Context: an optimization exercise on an open-source flow, tuned for small area. The choices shown serve that exercise and are no tape-out recipe.
At most, simulation tests tie the RTL to the original design; equivalence was not proved.

==> nickel <==
Design fft_peak_detect, start of the top module:
module fft_peak_detect
#(
  parameter int DATA_W = fft_peak_detect_pkg::FPD_DATA_W,
  parameter int FFT_N  = 1024,
  parameter int IDX_W  = fft_peak_detect_pkg::FPD_IDX_W
) (
  input  logic                sys_clk,
  input  logic                sys_rst,
  input  logic [DATA_W-1:0]   s_re,
  input  logic [DATA_W-1:0]   s_im,
  input  logic                s_valid,
  input  logic                s_last,
  output logic                s_ready,
  output logic [IDX_W-1:0]    peak_idx,
  output logic [2*DATA_W-1:0] peak_pow,
  output logic                peak_valid,
  output logic                frame_err,
  output logic                busy
);
  localparam int PW = 2 * DATA_W;
  logic             en_q, post_q, bad_q;
  logic [IDX_W-1:0] cnt_q;
  logic [IDX_W-2:0] run_idx_q, peak_idx_q;
  logic [PW-1:0]    run_pow_q, peak_pow_q;
  logic             w_accept, w_at_end, w_last, w_elig, w_first, w_hit, w_load;
  logic [PW-1:0]    w_pow;
  logic             w_gt;
  assign w_accept = s_valid & s_ready;
  assign w_at_end = &cnt_q;
  assign w_last   = w_accept & (s_last | w_at_end);
  assign w_elig   = ~cnt_q[IDX_W-1] & (|cnt_q);
  assign w_first  = (cnt_q == IDX_W'(1));
  fft_mag2_pipe #(.DATA_W(DATA_W)) u_mag2 (
    .in_re   (s_re),
    .in_im   (s_im),
    .out_pow (w_pow)
  );
  fft_peak_cmp #(.W(PW)) u_cmp (.a(w_pow), .b(run_pow_q), .gt(w_gt), .lt());
  assign w_hit  = w_accept & w_elig & (w_first | w_gt);
  assign w_load = post_q & (cnt_q == IDX_W'(FFT_N - 2)) & ~bad_q;
  always_ff @(posedge sys_clk) begin
    if (w_hit) begin
      run_pow_q <= w_pow;
      run_idx_q <= w_first ? (IDX_W-1)'(|{s_re, s_im}) : cnt_q[IDX_W-2:0];
    end
  ...
clock: 10.0 ns
lec_check: 0
cap_margin: 0
core_margin: 2
core_utilization: 84
cts_buf_list: sky130_fd_sc_hd__clkbuf_8
gpl_timing_driven: 0
slew_margin: 0
standard.sh (not shown) runs the stock make flow with config.mk's settings and CLKGATE_MAP_FILE= SYNTH_SCRIPT=/design/flow/synth_recipe.tcl, a recipe that flattens the netlist after the stock synthesis.
==> flow/flow/run.sh <==
#!/bin/bash
set -euo pipefail
RES=orfs/results/sky130hd/fft_peak_detect/base
bash standard.sh synth > synth.log 2>&1
cp $RES/1_2_yosys.v yosys_std.v
python3 flow/faflip.py yosys_std.v $RES/1_2_yosys.v > faflip.log 2>&1
rm -f $RES/1_synth.odb
export PRE_GLOBAL_PLACE_TCL="$PWD/flow/ports.tcl"
export CTS_ARGS="-sink_clustering_enable -repair_clock_nets -buf_list sky130_fd_sc_hd__clkbuf_8 -dont_use_dummy_load"
bash standard.sh > layout.log 2>&1
==> flow/flow/ports.tcl <==
# Port buffers: every input gets a sky130_fd_sc_hd__buf_1,
# outputs the smallest plain buffer.
rename buffer_ports my_orig_buffer_ports
proc buffer_ports {args} {
  my_orig_buffer_ports -inputs -buffer_cell sky130_fd_sc_hd__buf_1
  my_orig_buffer_ports -outputs -buffer_cell sky130_fd_sc_hd__buf_1
}
Other scripts of this flow, unchanged in this note and not shown: flow/flow/faflip.py
==> onyx (differences from nickel) <==
==> flow/flow/ports.tcl (replaced) <==
# Port buffers: every input gets a sky130_fd_sc_hd__buf_2 (they fan out to many gates),
# outputs the smallest plain buffer.
rename buffer_ports my_orig_buffer_ports
proc buffer_ports {args} {
  my_orig_buffer_ports -inputs -buffer_cell sky130_fd_sc_hd__buf_2
  my_orig_buffer_ports -outputs -buffer_cell sky130_fd_sc_hd__buf_1
}
==> run notes <==
Non-clock buffer count: nickel is higher than onyx (1).
Worst setup slack: nickel is worse than onyx (450 ps).
Synthesized cell count is the same in onyx and nickel.
In synthesized area, onyx and nickel do not differ.
In die area, nickel and onyx do not differ.
onyx finished clean. nickel finished clean.
Cell area is about the same in nickel and onyx.
Against onyx, the clock skew of nickel is lower by 1.5 ps.
In onyx the fmax is larger than in nickel, by 4.8%.
Against nickel, the wire length of onyx is higher by 0.65%.
In sequential share of layout area, nickel and onyx hardly differ.
==> figures <==
Result of the run: nickel timing/DRC/antenna clean; onyx timing/DRC/antenna clean
Pre-CTS setup slack: nickel -3.42 ps; onyx 347 ps
Setup slack of the critical path after layout: nickel 191 ps; onyx 639 ps
Clock Skews: nickel 23.2 ps; onyx 24.6 ps
Final critical-path share of the clock period: nickel 98.1%; onyx 93.6%
CP endpoint: nickel run_pow_q[2]; onyx run_pow_q[18]
Fillcell total: nickel 545; onyx 491
Routability Congestion: nickel 0.927; onyx 0.920
Final core utilization: nickel 90.6%; onyx 90.8%
Final cell area excluding filler cells: nickel 0.0113 mm²; onyx 0.0114 mm²
Library cell contributing the largest single delay on the critical path: nickel buf_1; onyx fa_1
Global-route wire length before repair: nickel 42.7 mm; onyx 42.7 mm
Cell Count, Final, Fillers Out: nickel 1238; onyx 1237
Wirelength, routed: nickel 26.8 mm; onyx 26.9 mm
Number of global-route vias before repair: nickel 8846; onyx 8926
Clock latency reported for the late side of the worst-skew pair: nickel 360 ps; onyx 370 ps
Non-clock buffer total of the final layout: nickel 84; onyx 83
Number of DRC markers in iteration 0: nickel 987; onyx 1022
Met2 wire length: nickel 12.9 mm; onyx 12.9 mm
Routed vias: nickel 8272; onyx 8329
Overall global routing resource usage: nickel 42.2%; onyx 42.3%

---

==> run a: inputs <==
Another version of the RTL of fft_peak_detect (not shown whole).
==> module fft_peak_detect, before the edit <==
module fft_peak_detect
#(
  parameter int DATA_W = fft_peak_detect_pkg::FPD_DATA_W,
  parameter int FFT_N  = 1024,
  parameter int IDX_W  = fft_peak_detect_pkg::FPD_IDX_W
) (
  input  logic                sys_clk,
  input  logic                sys_rst,
  input  logic [DATA_W-1:0]   s_re,
  input  logic [DATA_W-1:0]   s_im,
  input  logic                s_valid,
  input  logic                s_last,
  output logic                s_ready,
  output logic [IDX_W-1:0]    peak_idx,
  output logic [2*DATA_W-1:0] peak_pow,
  output logic                peak_valid,
  output logic                frame_err,
  output logic                busy
);
  localparam int PW = 2 * DATA_W;
  logic             en_q, post_q, bad_q;
  logic [IDX_W-1:0] cnt_q, run_idx_q, peak_idx_q;
  logic [PW-1:0]    run_pow_q, peak_pow_q;
  logic             w_accept, w_at_end, w_last, w_elig, w_first, w_hit, w_load;
  logic [PW-1:0]    w_pow;
  logic             w_gt;
  assign w_accept = s_valid & s_ready;
  assign w_at_end = &cnt_q;
  assign w_last   = w_accept & (s_last | w_at_end);
  assign w_elig   = ~cnt_q[IDX_W-1] & (|cnt_q);
  assign w_first  = (cnt_q == IDX_W'(1));
  fft_mag2_pipe #(.DATA_W(DATA_W)) u_mag2 (
    .in_re   (s_re),
    .in_im   (s_im),
    .out_pow (w_pow)
  );
  fft_peak_cmp #(.W(PW)) u_cmp (.a(w_pow), .b(run_pow_q), .gt(w_gt), .lt());
  assign w_hit  = w_accept & w_elig & (w_first | w_gt);
  assign w_load = post_q & (cnt_q == IDX_W'(FFT_N - 2)) & ~bad_q;
  always_ff @(posedge sys_clk) begin
    if (w_hit) begin
      run_pow_q <= w_pow;
      run_idx_q <= w_first ? IDX_W'(|{s_re, s_im}) : cnt_q;
    end
    if (!post_q) bad_q <= ~(s_last & w_at_end);
  end
  always_ff @(posedge sys_clk or negedge sys_rst) begin
    if (!sys_rst) begin
      en_q       <= 1'b0;
      post_q     <= 1'b0;
      cnt_q      <= '0;
      peak_idx_q <= '0;
      peak_pow_q <= '0;
    end else begin
      en_q <= 1'b1;
      if (w_last) begin
        post_q <= 1'b1;
        cnt_q  <= IDX_W'(FFT_N - 4);
      end else if (post_q | w_accept) begin
        cnt_q <= cnt_q + IDX_W'(1);
        if (w_at_end) post_q <= 1'b0;
      end
      if (w_load) begin
        peak_idx_q <= run_idx_q;
        peak_pow_q <= run_pow_q;
      end
    end
  end
  assign s_ready    = en_q & ~post_q;
  assign busy       = post_q | (|cnt_q);
  assign peak_valid = post_q & w_at_end & ~bad_q;
  assign frame_err  = post_q & w_at_end & bad_q;
  assign peak_idx   = peak_idx_q;
  assign peak_pow   = peak_pow_q;
endmodule
==> module fft_peak_cmp, before the edit <==
module fft_peak_cmp
#(
  parameter int W = 32
) (
  input  logic [W-1:0] a,
  input  logic [W-1:0] b,
  output logic         gt,
  output logic         lt
);
  if (W == 1) begin : g_leaf
    assign gt = a[0] & ~b[0];
    assign lt = b[0] & ~a[0];
  end else begin : g_node
    localparam int H = W / 2;
    logic gt_hi, lt_hi, gt_lo, lt_lo;
    fft_peak_cmp #(.W(W - H)) u_hi (.a(a[W-1:H]), .b(b[W-1:H]), .gt(gt_hi), .lt(lt_hi));
    fft_peak_cmp #(.W(H))     u_lo (.a(a[H-1:0]), .b(b[H-1:0]), .gt(gt_lo), .lt(lt_lo));
    assign gt = gt_hi | (~lt_hi & gt_lo);
    assign lt = lt_hi | (~gt_hi & lt_lo);
  end
endmodule
clock: 10.0 ns
lec_check: 0
cap_margin: 0
core_margin: 2
core_utilization: 65
cts_buf_list: sky130_fd_sc_hd__clkbuf_8
gpl_timing_driven: 0
slew_margin: 0
==> flow/flow/run.sh <==
#!/bin/bash
# Standard synthesis, then a netlist clean-up (flow/faflip.py: full adders
# flipped to cancel inverters, single-load inverters folded into their
# driver), then the standard layout from floorplan on, with plain buf_1
# port buffers.
set -euo pipefail
RES=orfs/results/sky130hd/fft_peak_detect/base
bash standard.sh synth > synth.log 2>&1
cp $RES/1_2_yosys.v yosys_std.v
python3 flow/faflip.py yosys_std.v $RES/1_2_yosys.v > faflip.log 2>&1
rm -f $RES/1_synth.odb
export PRE_GLOBAL_PLACE_TCL="$PWD/flow/ports.tcl"
bash standard.sh > layout.log 2>&1
Other scripts of this flow, unchanged in this note and not shown: flow/flow/faflip.py, flow/flow/ports.tcl
==> inputs of run b, as changes to run a <==
- CORE_UTILIZATION: 65 -> 80
- GPL_TIMING_DRIVEN: 0 -> default
==> inputs of run c, as changes to run a <==
--- a/flow/design.v
+++ b/flow/design.v
@@ -955,3 +955,2 @@
   logic [PW-1:0]    w_pow;
-  logic             w_gt;
   assign w_accept = s_valid & s_ready;
@@ -966,4 +965,3 @@
   );
-  fft_peak_cmp #(.W(PW)) u_cmp (.a(w_pow), .b(run_pow_q), .gt(w_gt), .lt());
-  assign w_hit  = w_accept & w_elig & (w_first | w_gt);
+  assign w_hit  = w_accept & w_elig & (w_first | (w_pow > run_pow_q));
   assign w_load = post_q & (cnt_q == IDX_W'(FFT_N - 2)) & ~bad_q;
@@ -1005,23 +1003,2 @@
 endmodule
-module fft_peak_cmp
-#(
-  parameter int W = 32
-) (
-  input  logic [W-1:0] a,
-  input  logic [W-1:0] b,
-  output logic         gt,
-  output logic         lt
-);
-  if (W == 1) begin : g_leaf
-    assign gt = a[0] & ~b[0];
-    assign lt = b[0] & ~a[0];
-  end else begin : g_node
-    localparam int H = W / 2;
-    logic gt_hi, lt_hi, gt_lo, lt_lo;
-    fft_peak_cmp #(.W(W - H)) u_hi (.a(a[W-1:H]), .b(b[W-1:H]), .gt(gt_hi), .lt(lt_hi));
-    fft_peak_cmp #(.W(H))     u_lo (.a(a[H-1:0]), .b(b[H-1:0]), .gt(gt_lo), .lt(lt_lo));
-    assign gt = gt_hi | (~lt_hi & gt_lo);
-    assign lt = lt_hi | (~gt_hi & lt_lo);
-  end
-endmodule
 `default_nettype wire
- GPL_TIMING_DRIVEN: 0 -> default
==> metrics.yaml <==
nonClockBufferCount: 112
wl_met2_mm: 15.5
status: "timing/DRC/antenna clean"
clk_transition_reported_paths_ns: 0.10
reg2reg_depth: 7
# the run above: run b

==> metrics.yaml <==
status: "timing/DRC/antenna clean"
clk_transition_reported_paths_ns: 0.12
largestClassByArea: "multi-input combinational cells"
layout_common_cells: "fa_1, nand2_1, inv_1, dfrtp_1, and2_1"
nonClockBufferCount: 100
wl_met2_mm: 13.3
reg2reg_depth: 6
# the run above: run c

==> metrics.yaml <==
status: "timing/DRC/antenna clean"
layout_common_cells: "fa_1, nand2_1, inv_1, dfrtp_1, and2_1"
wl_met2_mm: 13.1
hp-start: "run_idx_q[8]$_SDFFCE_PN0P_"
nonClockBufferCount: 92
syn_area_mm2: 0.0110
reg2reg_depth: 7
# the run above: run a

Function not checked in run a and run b: the RTL went through the layout flow alone.

-- separate check: timing with driven ports --
Ports are ideal in the flow. The routed layouts listed here were re-timed in OpenROAD. Step 1: set_driving_cell puts a clkbuf_16 on sys_clk and a buf_2 on each other input, an assumption about the parent block. Step 2 also shifts input and output timing later by t, the mid clock arrival at the registers, as if the neighbouring blocks saw the same clock. a / b / c = ideal / step 1 / step 2; a / b = the first two.
run | t (ns) | setup slack, ns | worst setup path at the end | cell pins on the clock port's net
nickel | 0.388 | 0.191 / 0.188 / -0.199 | input to register | 1
onyx | 0.385 | 0.639 / 0.648 / 0.264 | input to register | 1
run a | 0.396 | 0.239 / 0.243 / -0.153 | input to register | 1
run b | 0.410 | 0.294 / 0.306 / -0.104 | input to register | 1
run c | 0.420 | 0.491 / 0.509 / 0.089 | input to register | 1
Met with ideal ports but missed after step 2: setup timing in nickel, run a and run b. For run c, which loses most, drivers alone change the setup slack by +0.018 ns; drivers and shift together by -0.402 ns.
